Source: an optimization exercise on an open RTL-to-GDS flow (aim: small area). Production flows keep margins and buffers that such runs may drop. In this exercise RTL edits were held to simulation tests only and were not proved equivalent to the original. The flow treats the clock pin as an ideal source, which a real chip does not have. Power is estimated from default activity; no workload was simulated.

// rhythm_video_top
module rhythm_video_top (
   input  wire logic                    clock_65mhz,
   input  wire logic                    reset,
   input  wire logic [1:0]              mode,
   input  wire logic [63:0]             next_notes,
   input  wire logic [25:0]             tempo,
   input  wire logic                    playing_correct,
   output logic [7:0]                   vga_red,
   output logic [7:0]                   vga_green,
   output logic [7:0]                   vga_blue,
   output logic                         vga_hsync,
   output logic                         vga_vsync,
   output logic                         vga_blank_b
);
   raster_pkg::hcount_t hcount;
   raster_pkg::vcount_t vcount;
   logic [10:0] lead_x;
   logic [63:0] codes;
   logic        codes_valid;
   logic        correct_q;
   logic [2:0]  class_q;
   logic        border_q;
   logic [2:0]  bars_q;
   logic        vsync_q;
   logic        blank_q;
   raster_timing u_raster_timing (
      .clock_65mhz (clock_65mhz),
      .reset       (reset),
      .hcount      (hcount),
      .vcount      (vcount)
   );
   note_lane u_note_lane (
      .clock_65mhz     (clock_65mhz),
      .reset           (reset),
      .next_notes      (next_notes),
      .tempo           (tempo),
      .playing_correct (playing_correct),
      .lead_x          (lead_x),
      .codes           (codes),
      .codes_valid     (codes_valid),
      .correct_q       (correct_q)
   );
   note_renderer u_note_renderer (
      .clock_65mhz (clock_65mhz),
      .hcount      (hcount),
      .vcount      (vcount),
      .lead_x      (lead_x),
      .codes       (codes),
      .codes_valid (codes_valid),
      .correct_q   (correct_q),
      .class_q     (class_q),
      .border_q    (border_q),
      .bars_q      (bars_q),
      .vsync_q     (vsync_q),
  ...
clock: 15.0 ns
lec_check: 0
cap_margin: 5
core_margin: 2
core_utilization: 70
cts_buf_list: sky130_fd_sc_hd__clkbuf_8
slew_margin: 5
standard.sh (not shown) runs the stock make flow with config.mk's settings and CLKGATE_MAP_FILE= SYNTH_SCRIPT=/design/flow/synth_recipe.tcl, a recipe that flattens the netlist after the stock synthesis.
==> flow/flow/run.sh <==
#!/bin/bash
# The standard layout (standard.sh), with these changes:
# - synthesis maps with an area-oriented ABC script (abc_area_map.script)
#   in place of ORFS's speed script; everything else in synthesis is as
#   standard (same scripts, copied so the one file can be replaced)
# - the port buffers are the smallest buffer cell
# - clock tree synthesis with clkbuf_8 only and without dummy loads; then
#   each clock buffer whose clock pins keep a low slew with clkbuf_4 gets
#   clkbuf_4 (clock_leaf_downsize.tcl)
set -euo pipefail
W=$(pwd)
rm -rf "$W/orfs_scripts"
cp -r "$FLOW_HOME/scripts" "$W/orfs_scripts"
cp "$W/flow/abc_area_map.script" "$W/orfs_scripts/abc_speed.script"
export SCRIPTS_DIR="$W/orfs_scripts"
export BUFFER_PORTS_ARGS="-buffer_cell sky130_fd_sc_hd__buf_1"
export POST_CTS_TCL="$W/flow/clock_leaf_downsize.tcl"
export CTS_ARGS="-sink_clustering_enable -repair_clock_nets -buf_list sky130_fd_sc_hd__clkbuf_8 -dont_use_dummy_load"
bash standard.sh > "$W/standard_make.log" 2>&1
Other scripts of this flow, unchanged in this note and not shown: flow/flow/abc_area_map.script, flow/flow/clock_leaf_downsize.tcl
==> next run, changes <==
--- a/flow/design.v
+++ b/flow/design.v
@@ -136,18 +136,17 @@
    input  wire raster_pkg::vcount_t vcount,
    input  wire logic [10:0]         lead_x,
    input  wire logic [63:0]         codes,
    input  wire logic                codes_valid,
    input  wire logic                correct_q,
    output logic [2:0]               class_q,
    output logic                     border_q,
    output logic [2:0]               bars_q,
-   output logic                     vsync_q,
-   output logic                     blank_q
+   output logic                     vsync_q
 );
    logic [11:0] strip_x;
    logic [3:0]  note_idx;
    logic [3:0]  code;
    logic        note_on;
    logic        staff_hit;
    logic        in_staff;
    logic        edge_hit;
@@ -191,17 +190,17 @@
             staff_hit = 1'b1;
       end
    end
    assign in_staff = (vcount >= 128) && (vcount <= 639);
    assign edge_hit = in_staff && (hcount == 72 || hcount == 1024 - 1);
    assign blank    = hcount[10] | (vcount[9] & vcount[8]);
    always_comb begin
       if (blank)
-         pix_class = 3'd0;
+         pix_class = 3'd7;
       else if (edge_hit)
          pix_class = 3'd2;
       else if (note_on) begin
          if (note_idx == 4'd0)
             pix_class = correct_q ? 3'd5 : 3'd6;
          else if (code == 4'd13)
             pix_class = 3'd4;
          else if (code == 4'd2 || code == 4'd4 || code == 4'd7 ||
@@ -215,82 +214,75 @@
          pix_class = 3'd0;
    end
    always_ff @(posedge clock_65mhz) begin
       class_q  <= pix_class;
       border_q <= (hcount == 0) || (hcount == 1024 - 1) ||
                   (vcount == 0) || (vcount == 768 - 1);
       bars_q   <= hcount[8:6];
       vsync_q  <= !(vcount >= 777 && vcount < 783);
-      blank_q  <= blank;
    end
 endmodule
 `default_nettype wire
 `default_nettype none
 module video_output (
    input  wire logic                clock_65mhz,
    input  wire logic                reset,
    input  wire logic [1:0]          mode,
    input  wire raster_pkg::hcount_t hcount,
    input  wire logic [2:0]          class_q,
    input  wire logic                border_q,
    input  wire logic [2:0]          bars_q,
    input  wire logic                vsync_q,
-   input  wire logic                blank_q,
    output logic [7:0]               vga_red,
    output logic [7:0]               vga_green,
    output logic [7:0]               vga_blue,
    output logic                     vga_hsync,
    output logic                     vga_vsync,
    output logic                     vga_blank_b
 );
    logic       pick_border;
    logic       pick_bars;
    logic [2:0] pick_bits;
-   logic       pick_border_q;
    logic       pick_bars_q;
    logic [2:0] pick_bits_q;
    logic       hsync_q;
    logic       vsync_o;
    logic       blank_b_q;
    logic [7:0] game_cols;
    logic [7:0] cols;
    assign pick_border = (mode == 2'd1);
    assign pick_bars   = (mode == 2'd2);
-   assign pick_bits   = pick_bars ? bars_q : (pick_border ? {2'b00, border_q} : class_q);
+   assign pick_bits   = pick_bars ? bars_q : (pick_border ? {1'b0, border_q, 1'b0} : class_q);
    always_ff @(posedge clock_65mhz) begin
       if (reset) begin
-         pick_border_q <= 1'b0;
          pick_bars_q   <= 1'b0;
          pick_bits_q   <= '0;
          hsync_q       <= 1'b1;
          vsync_o       <= 1'b1;
          blank_b_q     <= 1'b0;
       end else begin
-         pick_border_q <= pick_border;
          pick_bars_q   <= pick_bars;
          pick_bits_q   <= pick_bits;
          hsync_q       <= !(hcount > 1048 && hcount <= 1184);
          vsync_o       <= vsync_q;
-         blank_b_q     <= !blank_q;
+         blank_b_q     <= (class_q != 3'd7);
       end
    end
    always_comb begin
       case (pick_bits_q)
          3'd1:    game_cols = 8'b10_1010_10;    
          3'd2:    game_cols = 8'b11_1111_11;    
          3'd3:    game_cols = 8'b01_0101_11;    
          3'd4:    game_cols = 8'b00_1101_00;    
          3'd5:    game_cols = 8'b11_1111_00;    
          3'd6:    game_cols = 8'b11_0100_00;    
-         default: game_cols = 8'b00_0000_00;
+         default: game_cols = 8'b00_0000_00;    
       endcase
-      if (pick_border_q)
-         cols = {8{pick_bits_q[0]}};
-      else if (pick_bars_q)
+      if (pick_bars_q)
          cols = {{2{pick_bits_q[2]}}, {4{pick_bits_q[1]}}, {2{pick_bits_q[0]}}};
       else
          cols = game_cols;
    end
    assign vga_red     = {4{cols[7], cols[6]}};
    assign vga_green   = {cols[5], cols[4], cols[3], cols[2],
                          cols[5], cols[4], cols[3], cols[4]};
    assign vga_blue    = {4{cols[1], cols[0]}};
@@ -319,17 +311,16 @@
    logic [10:0] lead_x;
    logic [63:0] codes;
    logic        codes_valid;
    logic        correct_q;
    logic [2:0]  class_q;
    logic        border_q;
    logic [2:0]  bars_q;
    logic        vsync_q;
-   logic        blank_q;
    raster_timing u_raster_timing (
       .clock_65mhz (clock_65mhz),
       .reset       (reset),
       .hcount      (hcount),
       .vcount      (vcount)
    );
    note_lane u_note_lane (
       .clock_65mhz     (clock_65mhz),
@@ -348,29 +339,27 @@
       .vcount      (vcount),
       .lead_x      (lead_x),
       .codes       (codes),
       .codes_valid (codes_valid),
       .correct_q   (correct_q),
       .class_q     (class_q),
       .border_q    (border_q),
       .bars_q      (bars_q),
-      .vsync_q     (vsync_q),
-      .blank_q     (blank_q)
+      .vsync_q     (vsync_q)
    );
    video_output u_video_output (
       .clock_65mhz (clock_65mhz),
       .reset       (reset),
       .mode        (mode),
       .hcount      (hcount),
       .class_q     (class_q),
       .border_q    (border_q),
       .bars_q      (bars_q),
       .vsync_q     (vsync_q),
-      .blank_q     (blank_q),
       .vga_red     (vga_red),
       .vga_green   (vga_green),
       .vga_blue    (vga_blue),
       .vga_hsync   (vga_hsync),
       .vga_vsync   (vga_vsync),
       .vga_blank_b (vga_blank_b)
    );
 endmodule
Worst setup slack loses 0.15 ns.
Cell area fell by 0.58%.
Synthesized area came out lower by 0.57%.
Via count barely changes.
Routed wire length increases by 4.5%.
Core utilization goes down by 0.12 points.
Die area came out lower by 0.55%.
Power went down by 1.4%.
Clock power drops by about 4%.
Sequential share of layout area fell by 0.17 points.
Worst hold slack loses 0.021 ns.

-- port drivers added, routing unchanged --
The flow's constraints put no driver on any port. The routed layouts listed below were extracted and timed again, unchanged, in two steps.
Step 1 sets driving cells, clkbuf_16 on the clock port and buf_2 on the other inputs (assumed; they add their load-dependent delay and slew).
Step 2, shift: input delay + t, output delay - t, t = (earliest + latest rising clock arrival at the registers) / 2. This alone moves slack from input paths to output paths.
a / b / c = ideal / step 1 / step 2; a / b = the first two.
run | t (ns) | setup slack, ns | hold slack, ns | worst setup path at the end | slew at the worst register clock pin (ns)
the first run | 0.489 | 8.996 / 8.996 / 8.996 | 0.392 / 0.392 / 0.392 | register to register | 0.11 / 0.11
the second run | 0.485 | 8.849 / 8.849 / 8.849 | 0.371 / 0.371 / 0.371 | register to register | 0.10 / 0.10
After both steps every run listed still meets setup and hold.
